Context: an optimization exercise on an open-source flow, tuned for small area and a short achievable clock period. The choices shown serve that exercise and are no tape-out recipe. The RTL was checked by simulation tests, not by an equivalence proof against the original design. Power figures rest on the tool's default switching activity, not on a simulated workload.

== run 1 ==
==> flow/design.v (excerpt) <==
module vc_input_buffer_route #(
    parameter int num_vcs       = 4,
    parameter int buffer_length = 8,
    parameter int data_width    = 32
) (
    input  logic                                           clk,
    input  logic                                           rst_n,
    input  logic                                           push,
    input  logic [$clog2(num_vcs)-1:0]                     vc_id,
    input  logic [data_width+num_vcs+14:0]                 data_in,
    input  logic [num_vcs-1:0]                             pop,
    input  logic [num_vcs-1:0]                             select,
    output logic [data_width+num_vcs+14:0]                 data_out,
    output logic [data_width+num_vcs+14:0]                 data_in_reg,
    output logic [num_vcs*(data_width+num_vcs+15)-1:0]     flit_buffer_out,
    output logic [num_vcs*5-1:0]                           output_port,
    output logic [num_vcs-1:0]                             head_is_tail,
    output logic [num_vcs*4-1:0]                           flags,
    output logic [num_vcs-1:0]                             buf_finished_empty
);
clock: 5.0 ns
lec_check: 0
cap_margin: 20
core_margin: 2
core_utilization: 60
setup_slack_margin: 2.4
slew_margin: 20
run.sh (not shown) runs the stock make flow with config.mk's settings and CLKGATE_MAP_FILE= SYNTH_SCRIPT=/design/flow/synth_recipe.tcl, a recipe that flattens the netlist after the stock synthesis.
For run 2, these inputs were changed with respect to run 1:
Settings: setting CTS_BUF_LIST to sky130_fd_sc_hd__clkbuf_4 sky130_fd_sc_hd__clkbuf_8 for the first time; setting ABC_AREA to 1 for the first time; changing CORE_UTILIZATION from 60 to 50.
==> flow/flow/run.sh (new file) <==
#!/bin/bash
# The standard layout, with the select/data_out pins grouped on one edge and small port buffers.
set -euo pipefail
here=$(cd "$(dirname "${BASH_SOURCE[0]}")" && pwd)
export PRE_IO_PLACEMENT_TCL=$here/io.tcl
bash standard.sh "BUFFER_PORTS_ARGS=-buffer_cell sky130_fd_sc_hd__buf_2" finish > standard_flow.log 2>&1
==> flow/flow/io.tcl (new file) <==
# Keep the combinational select -> data_out pins together on one edge, select in the middle.
set pins {}
for {set i 0} {$i < 25} {incr i} { lappend pins "data_out\[$i\]" }
for {set i 0} {$i < 4} {incr i} { lappend pins "select\[$i\]" }
for {set i 25} {$i < 51} {incr i} { lappend pins "data_out\[$i\]" }
set_io_pin_constraint -pin_names $pins -region right:*
set_io_pin_constraint -group -order -pin_names $pins
==> flow/standard.sh (new file) <==
#!/bin/bash
# synth_recipe.tcl (not shown) runs the flow's synth.tcl, then flattens the netlist and writes it again
# the make line also repeats each setting of config.mk as NAME=value (left out here)
make -C /OpenROAD-flow-scripts/flow DESIGN_CONFIG=/design/flow/config.mk WORK_HOME=/design/flow/orfs CLKGATE_MAP_FILE= SYNTH_SCRIPT=/design/flow/synth_recipe.tcl "${@:-finish}"
removed: flow/run.sh
Notes after the runs:
Number of buffers inserted to repair setup after CTS on run 2 is up relative to run 1.
Taking run 1 as the reference, in run 2 overall die height now larger, multi-input logic portion of the cell area now larger, routed wire length now larger, number of remaining DRC errors comparable, core utilization now smaller.
The final reports for run 2 and run 1 show part of the total power dissipated in the clock network lower in the former.
Higher synthesized net count among run 2 and run 1: run 2
Edits applied to the flow inputs when going from run 2 to run 3:
Settings: CTS_CLUSTER_DIAMETER: unset -> 80; CTS_CLUSTER_SIZE: unset -> 24; CTS_BUF_LIST: sky130_fd_sc_hd__clkbuf_4 sky130_fd_sc_hd__clkbuf_8 -> unset; ABC_AREA: 1 -> unset; TNS_END_PERCENT: unset -> 10.
==> flow/flow/run.sh <==
#!/bin/bash
# The standard layout, with plain buf_2 cells as the port buffers.
set -euo pipefail
bash standard.sh "BUFFER_PORTS_ARGS=-buffer_cell sky130_fd_sc_hd__buf_2" finish > standard_flow.log 2>&1
removed: flow/flow/io.tcl
==> run summary <==
Per the comparison of run 3 with run 2, core box area -4.4%, final worst setup slack +0.19 ns, utilization -5.8 points.
In run 3 the design area turned out 13% lower than in run 2.
Relative to run 2, final cell count decreased by 2108 in run 3.
[compare] base=run 2 new=run 3: overall power after layout has decreased; clock tree buffer count of the final layout has decreased; clock network fraction of total power has decreased; first-pass GRT wire length has decreased.
Of the two values seen for capture point of the critical path, data_out[4] was produced by run 3 and data_out[18] by run 2.
reg2reg as the path class of the lowest-slack min-delay path was reported by run 3, and in2reg by run 2.
### run 3 -> run 4
Settings: clearing TNS_END_PERCENT, which used to be 10; clearing CTS_CLUSTER_DIAMETER, which used to be 80; swapping 2.4 for 2.2 in SETUP_SLACK_MARGIN; swapping 50 for 40 in CORE_UTILIZATION; clearing CTS_CLUSTER_SIZE, which used to be 24.
==> flow/run.sh (new file) <==
#!/bin/bash
# synth_recipe.tcl (not shown) runs the flow's synth.tcl, then flattens the netlist and writes it again
# the make line also repeats each setting of config.mk as NAME=value (left out here)
make -C /OpenROAD-flow-scripts/flow DESIGN_CONFIG=/design/flow/config.mk WORK_HOME=/design/flow/orfs CLKGATE_MAP_FILE= SYNTH_SCRIPT=/design/flow/synth_recipe.tcl finish
removed: flow/flow/run.sh
removed: flow/standard.sh
- Diff run 3 -> run 4 | final period demand of the worst path | increase of 0.012 ns
- Delta (run 4 minus run 3): fmax now smaller, total wirelength of the detailed-routed design now larger, utilization after layout now smaller.
- Compared run 3 against run 4; DRC violations left within noise.
- Top-level I/O count essentially unchanged between run 3 and run 4.
- In the reports for run 3 and run 4, the smaller final area belongs to run 3.
- Going from run 3 to run 4, post-route non-filler standard cell count grew by more than 10%.
## Diff of input files: run 5 against run 4
Settings: TNS_END_PERCENT now 10, previously not set; SETUP_SLACK_MARGIN now 2.4, was 2.2; CTS_CLUSTER_SIZE now 24, previously not set; CORE_UTILIZATION now 50, was 40; CTS_CLUSTER_DIAMETER now 80, previously not set.
Findings:
- Run comparison: run 4 highest signal layer in the routed design met4; run 5 highest signal layer in the routed design met5
- [compare] base=run 4 new=run 5: routing usage on met1 higher; overall power after layout lower; number of stages on the worst setup path roughly the same; fraction of power spent switching nets higher.
- Summary of the comparison: period utilization is lower in run 5, relative to run 4.
- Run 5 has power density normalized to cell area below what run 4 had.
- There was hardly any difference in power attributed to sequential cells between run 4 and run 5.
- On area enclosed by the die boundary, run 4 loses to run 5.
- The multi-input gate count in run 5 was higher than what run 4 gave.
- Per the final summary, run 5 finished and its layout is clean on timing, DRC and antenna.
- Run 4 ended with every stage complete and zero timing, DRC or antenna violations.

==> separate check: timing with driven ports <==
In the flow no input, the clock included, has a driving cell. The finished layouts below were timed again as built, in two steps. Step 1 assumes that a clkbuf_16 drives the clock port and a buf_2 every other input. Step 2 also shifts input and output timing later by t, the mid clock arrival at the registers, as if the neighbouring blocks saw the same clock. a / b / c = no drivers / after step 1 / after step 2; a / b = the first two.
| run | t, ns | slack for setup (ns) | worst setup path after step 2 | worst slew at a driven data input, ns |
|---|---|---|---|---|
| run 1 | 0.851 | 1.949 / 1.882 / 1.582 | input to register | 0.28 |
| run 2 | 1.067 | 1.825 / 1.742 / 1.391 | input to register | 0.28 |
| run 3 | 0.772 | 2.013 / 1.820 / 1.348 | input to register | 0.38 |
| run 4 | 0.895 | 2.001 / 1.811 / 1.411 | input to register | 0.37 |
| run 5 | 0.766 | 2.022 / 1.753 / 1.663 | input to register | 0.47 |
After both steps setup and hold are still met in every run listed. For run 3, which loses most, drivers alone change the setup slack by -0.193 ns; drivers and shift together by -0.665 ns.
